What follows belongs to an exercise in optimizing a design on an open flow for small area, a short achievable clock period and few clock cycles per item; a production flow would make more cautious choices. Only simulation tests tie the RTL to the original design; equivalence was not proved.

[flow/run.sh]
#!/bin/bash
# synth_recipe.tcl (not shown) runs the flow's synth.tcl, then flattens the netlist and writes it again
# the make line also repeats each setting of config.mk as NAME=value (left out here)
make -C /OpenROAD-flow-scripts/flow DESIGN_CONFIG=/design/flow/config.mk WORK_HOME=/design/flow/orfs CLKGATE_MAP_FILE= SYNTH_SCRIPT=/design/flow/synth_recipe.tcl finish
[flow/design.v]
package smf_pkg;
  localparam int WINDOW       = 16;
  localparam int SAMPLE_WIDTH = 16;
  localparam int DATA_W       = 16;
  localparam int EXT_W        = (SAMPLE_WIDTH > DATA_W) ? SAMPLE_WIDTH : DATA_W;
  localparam int IDX_W        = (WINDOW > 1) ? $clog2(WINDOW) : 1;
  localparam int CNT_W        = $clog2(WINDOW + 1);
  typedef logic [SAMPLE_WIDTH-1:0] sample_t;
  typedef struct packed {
    sample_t value;
    sample_t hist;
    logic    valid;
    logic    gt;
    logic    ge;
  } cell_t;
endpackage
module smf_cell (
  input  logic             clk_i,
  input  logic             rst_ni,
  input  logic             en_i,
  input  logic             full_i,
  input  smf_pkg::sample_t x_i,
  input  smf_pkg::sample_t r_i,
  input  smf_pkg::cell_t   lo_i,
  input  smf_pkg::cell_t   hi_i,
  output smf_pkg::cell_t   cell_o
);
  smf_pkg::sample_t value_q, value_d;
  smf_pkg::sample_t hist_q;
  logic             valid_q;
  logic             gt, ge;
  logic             b_self, b_lo;
  smf_pkg::sample_t w_self, w_lo;
  assign gt = !valid_q || (value_q > x_i);
  assign ge = full_i && (value_q >= r_i);
  assign w_self = ge ? hi_i.value : value_q;
  assign b_self = ge ? hi_i.gt : gt;
  assign w_lo   = lo_i.ge ? value_q : lo_i.value;
  assign b_lo   = lo_i.ge ? gt : lo_i.gt;
  always_comb begin
    priority if (!b_self) begin
      value_d = w_self;
    end else if (!b_lo) begin
      value_d = x_i;
    end else begin
      value_d = w_lo;
    end
  end
  always_ff @(posedge clk_i or negedge rst_ni) begin
    if (!rst_ni) begin
      valid_q <= 1'b0;
    end else if (en_i) begin
      valid_q <= valid_q | lo_i.valid;
    end
  end
  always_ff @(posedge clk_i) begin
    if (en_i) begin
      value_q <= value_d;
      hist_q  <= lo_i.hist;
    end
  end
  assign cell_o = {value_q, hist_q, valid_q, gt, ge};
endmodule
module smf_median (
  input  smf_pkg::sample_t [smf_pkg::WINDOW-1:0] values_i,
  input  logic [smf_pkg::CNT_W-1:0]              count_i,
  output logic [smf_pkg::DATA_W-1:0]             median_o
);
  logic [smf_pkg::CNT_W-1:0]      mid, lo_full;
  logic [smf_pkg::IDX_W-1:0]      hi_idx, lo_idx;
  logic [smf_pkg::SAMPLE_WIDTH:0] sum;
  smf_pkg::sample_t               med;
  logic [smf_pkg::EXT_W-1:0]      med_ext;
  assign mid     = count_i >> 1;
  assign lo_full = mid - smf_pkg::CNT_W'(!count_i[0]);
  assign hi_idx  = mid[smf_pkg::IDX_W-1:0];
  assign lo_idx  = lo_full[smf_pkg::IDX_W-1:0];
  assign sum      = {1'b0, values_i[lo_idx]} + {1'b0, values_i[hi_idx]};
  assign med      = sum[smf_pkg::SAMPLE_WIDTH:1];
  assign med_ext  = smf_pkg::EXT_W'(med);
  assign median_o = med_ext[smf_pkg::DATA_W-1:0];
endmodule
module sliding_window_median_filter_top (
  input  logic        clk_i,
  input  logic        rst_ni,
  input  logic        s_axis_tvalid,
  output logic        s_axis_tready,
  input  logic [15:0] s_axis_tdata,    
  output logic        m_axis_tvalid,
  input  logic        m_axis_tready,
  output logic [15:0] m_axis_tdata,    
  output logic        m_axis_tuser     
);
  localparam int W = smf_pkg::WINDOW;
  smf_pkg::sample_t [W-1:0]       c_value, c_hist;
  logic [W-1:0]                   c_valid, c_gt, c_ge;
  smf_pkg::sample_t [W-1:0]       values;
  logic [smf_pkg::EXT_W-1:0]      in_ext;
  smf_pkg::sample_t               x;
  logic                           full;
  logic                           accept, out_free, load;
  logic                           pend_q, m_valid_q, m_full_q;
  logic [smf_pkg::CNT_W-1:0]      cnt_q;
  logic [smf_pkg::DATA_W-1:0]     median, m_data_q;
  smf_pkg::cell_t                 edge_lo, edge_hi;
  assign in_ext = smf_pkg::EXT_W'(s_axis_tdata);
  assign x      = in_ext[smf_pkg::SAMPLE_WIDTH-1:0];
  assign full   = c_valid[W-1];
  assign out_free      = !m_valid_q || m_axis_tready;
  assign load          = pend_q && out_free;
  assign s_axis_tready = !pend_q || out_free;
  assign accept        = s_axis_tvalid && s_axis_tready;
  assign edge_lo = {smf_pkg::SAMPLE_WIDTH'(0), x, 1'b1, 1'b0, 1'b0};
  assign edge_hi = {smf_pkg::SAMPLE_WIDTH'(0), smf_pkg::SAMPLE_WIDTH'(0), 1'b0, 1'b1, 1'b1};
  for (genvar i = 0; i < W; i++) begin : g_cell
    smf_pkg::cell_t lo_w, hi_w, cell_w;
    if (i == 0) begin : g_lo_edge
      assign lo_w = edge_lo;
    end else begin : g_lo_cell
      assign lo_w = {c_value[i-1], c_hist[i-1], c_valid[i-1], c_gt[i-1], c_ge[i-1]};
    end
    if (i == W - 1) begin : g_hi_edge
      assign hi_w = edge_hi;
    end else begin : g_hi_cell
      assign hi_w = {c_value[i+1], c_hist[i+1], c_valid[i+1], c_gt[i+1], c_ge[i+1]};
    end
    smf_cell u_cell (
      .clk_i  (clk_i),
      .rst_ni (rst_ni),
      .en_i   (accept),
      .full_i (full),
      .x_i    (x),
      .r_i    (c_hist[W-1]),
      .lo_i   (lo_w),
      .hi_i   (hi_w),
      .cell_o (cell_w)
    );
    assign {c_value[i], c_hist[i], c_valid[i], c_gt[i], c_ge[i]} = cell_w;
    assign values[i] = c_value[i];
  end
  smf_median u_median (
    .values_i (values),
    .count_i  (cnt_q),
    .median_o (median)
  );
  always_ff @(posedge clk_i or negedge rst_ni) begin
    if (!rst_ni) begin
      pend_q    <= 1'b0;
      m_valid_q <= 1'b0;
      cnt_q     <= '0;
    end else begin
      if (accept) begin
        pend_q <= 1'b1;
      end else if (out_free) begin
        pend_q <= 1'b0;
      end
      if (load) begin
        m_valid_q <= 1'b1;
      end else if (m_axis_tready) begin
        m_valid_q <= 1'b0;
      end
      if (accept && (cnt_q != smf_pkg::CNT_W'(W))) begin
        cnt_q <= cnt_q + smf_pkg::CNT_W'(1);
      end
    end
  end
  always_ff @(posedge clk_i) begin
    if (load) begin
      m_data_q <= median;
      m_full_q <= (cnt_q == smf_pkg::CNT_W'(W));
    end
  end
  assign m_axis_tvalid = m_valid_q;
  assign m_axis_tdata  = m_data_q;
  assign m_axis_tuser  = m_full_q;
endmodule
[flow/constraint.sdc]
create_clock -name core_clock -period 5.5 [get_ports {clk_i}]
set_input_delay 1.1000 -clock core_clock [delete_from_list [all_inputs] [get_ports {clk_i}]]
set_output_delay 1.1000 -clock core_clock [all_outputs]
set_load 0.01 [all_outputs]
[flow/config.mk]
export PLATFORM = sky130hd
export DESIGN_NAME = sliding_window_median_filter_top
export DESIGN_NICKNAME = sliding_window_median_filter_top
export VERILOG_FILES = /design/flow/design.v
export SDC_FILE = /design/flow/constraint.sdc
export NUM_CORES = 4
export LEC_CHECK = 0
export CAP_MARGIN = 20
export CORE_MARGIN = 2
export CORE_UTILIZATION = 40
export SLEW_MARGIN = 20
==> impl_metrics.toml <==
[final_layout]
drive_above_1_share_pct = 16.68
syn_to_final_growth_pct = 12.14
final_nets = 4263
finalNonFillerCells = 5183
final_area_um2 = 48910

[synthesis]
synthTopCellsByCount = "530 x ha_1, 529 x edfxtp_1, 440 x mux2i_1, 177 x a21o_1, 159 x mux4_2"
yosys.cell_types.count = 84
synthCells = 3643
synth_seq_cells = 552
yosys_warnings = 2
synth_area_leaders = "edfxtp_1 36%, ha_1 15%, mux2i_1 10%"
synth_nets = 4194
seq_area_frac_synth_pct = 37.74
synthesis.area_um2 = 43620
yosysMostFrequentCell = "ha_1"
syn_area_per_cell_um2 = 11.97
yosys.area.top_type = "edfxtp_1"
synth.top_cell.area_share_pct = 36.42
synth-edff-count = 529
synth_flop_cell = "edfxtp_1"
synthArstFlopShare_pct = 4.167

[critical_path]
crit_required_ns = 5.85
critPathMaxFanout = 24
rrSetupSlack_ns = 0.39
critical_path.startpoint_type = "register"
critPathCaptureType = "register"
rr_worst_depth = 17
timing.rr.end = "m_data_q[15]"
worstPathArrival_ns = 5.45
r2r-start = "cnt_q[0]"
crit_type = "register to register"

[hold_path]
min_to = "g_cell[3].u_cell.hist_q[13]"
min_path_cells = 0
min_from = "g_cell[2].u_cell.hist_q[13]"
min_path_type = "register to register"

[clock_network]
clockBufferDepth = 3
clock-root-buffer = "clkbuf_16"
clkLatencyLatePin_ns = 0.67
ctsHoldBuffers = 0
cts-buffers-inserted = 68
htreeDepth = 3
clkTransAtPathRegs_ns = 0.06
cts_setup_buffers = 0
tritoncts = "built"
cts_sinks = 552
cts_resized = 0

[timing]
tightest_slew_ns = 1.080
final-max-slew-violation-count = 0
period_needed_ns = 5.107
fin_ws_ns = 0.3927
max_freq_ghz = 0.1958
fin_tns_setup_ns = 0
finalClockSkew_ns = 0.04088
finalSetupViolations = 0
hold_viol = 0
min_period_over_period_pct = 92.86
max_slew_margin_pct = 27.74
rsz0062_at_grt = "no"

[detailed_routing]
vias = 35418
drt_iter0_drc = 5136
wirelength_mm = 174.2
drc = 0
avgViaCountPerCell = 6.833
ant_nets = 0
drt_pass1_iterations = 7
wl_per_cell_um = 33.61

[placed_design]
dp_hpwl_mm = 120.9
place_area_um2 = 46590
io_buffers = 38
placed_cells = 5054
gp_congestion = 1.001
place_ws_ns = 0.3393

[die]
dieArea_um2 = 111700
start_util_pct = 40.18
die_y_um = 334.2
io_pins = 39
die_w_um = 334.2
rows = 121
core_um2 = 108600

[job]
maxCapViolations = 0

[grt]
grt_usage_pct = 30.65
grt_pass1_wl_mm = 247.8
overflow = 0
antenna_found_initial = 7
grt_pass1_vias = 33179
grt_max_degree = 132

[run_status]
outcome = "finished clean"
worst max-delay path, cell delays in order, from the launching register on:
cell and delay [ns]:
dfrtp_1 0.41, inv_1 0.10, ha_4 0.17, ha_2 0.68, buf_12 0.26, mux4_2 0.32, mux4_2 0.52, nand2_1 0.12
fa_1 0.21, nor2b_1 0.05, o21ai_0 0.32, a21boi_0 0.19, o21ai_0 0.26, a21oi_1 0.10, o21ai_0 0.28, a21oi_1 0.15
o41ai_1 0.39, o21ai_0 0.28
placed cells by master, fill, tap and decap left out, types with 49 or more instances in the layout:
cell       instances
edfxtp_1         529
mux4_2           159
mux2i_1          437
a211oi_1          54
inv_1            106
nand4_1           60
buf_4            177
a21o_1           177
clkbuf_16         69
nand2_1           73
nand2b_1          49
o221ai_1          62
nand3_1           73
a21oi_1          149
ha_1             528
nor2_1            56
mux2_2           105
nor3_1            88
o21ai_0           78
metal layers:
| metal | global-route usage, % | part of all wire [%] |
|---|---|---|
| met5 | 0 | 0.031 |
| met4 | 14.71 | 5.6 |
| met3 | 7.753 | 12 |
| met2 | 43.95 | 42 |
| met1 | 42.99 | 41 |
cells by family after synthesis:
group / synth area share [%]
XOR/XNOR: 0.3988
multiplexers: 21.26
adder cells (fa/ha/maj): 15.25
AO/OA/AOI/OAI: 14.74
flip-flops: 37.74
AND/OR/NAND/NOR: 7.375
buffers and inverters: 3.233
layout make-up:
class | instances | area (um^2)
repair buffers | 233 | 2046
fillers | 9875 | 59640
flip-flops and latches | 552 | 16470
clock inverters | 42 | 494.2
clock buffers | 81 | 1792
diodes | 4 | 10.01
inverters | 114 | 427.9
well taps | 1414 | 1769
multi-input cells | 2743 | 25910
worst max-delay path by stage:
| stage | start | end | slack, ns | cells after the start |
|---|---|---|---|---|
| final | cnt_q[0] | m_data_q[15] | 0.39 | 17 |
| after global routing | cnt_q[0] | m_data_q[15] | 0.19 | 17 |
| after CTS | cnt_q[0] | m_data_q[15] | 0.57 | 17 |
| after detailed placement | s_axis_tdata[2] | g_cell[0].u_cell.value_q[15] | 0.34 | 12 |
| after global placement | s_axis_tdata[6] | g_cell[4].u_cell.value_q[15] | 0.29 | 12 |
| after floorplan | cnt_q[1] | m_data_q[15] | 0.13 | 18 |
registers in the layout (all words and copies together), names as in the netlist:
register / flops
pend_q: 1
cnt_q: 5
g_cell.u_cell.value_q: 256
g_cell.u_cell.hist_q: 256
g_cell.u_cell.valid_q: 16
m_valid_q: 1
m_data_q: 16
m_full_q: 1
per-stage QoR:
step | hold slack [ns] | util [%]
final | 0.3978 | 45.06
after global placement | 0.4003 | 42.92
after detailed placement | 0.4045 | 42.92
after floorplan | 0.4003 | -
after global routing | 0.4093 | 45.06
after CTS | 0.4038 | 45.02
Testbench counts, summed over its fixed seeds: cycles 16,016, items 16,000.

==> re-timing with driven ports <==
No port has a modelled driver above. Below, the same layout with a new extraction and two added sets of constraints. Step 1: set_driving_cell puts a clkbuf_16 on clk_i and a buf_2 on each other input, an assumption about the parent block. Step 2 times the ports against the registers' clock, not the clock port: input delays grow and output delays shrink by t, the midpoint of the rising clock arrivals with the driver on. Three values: no drivers, after step 1, after step 2; two values: the first two.
shift t [ns]: 0.720
setup slack, ns: 0.393 / 0.393 / 0.205
hold slack, ns: 0.398 / 0.398 / 0.398
worst setup path after step 2: input to register
worst register clock-pin slew, ns: 0.07 / 0.07
After both steps this run still meets setup and hold. The setup slack of this run moves by 0.000 ns with the drivers and by -0.188 ns with both steps.
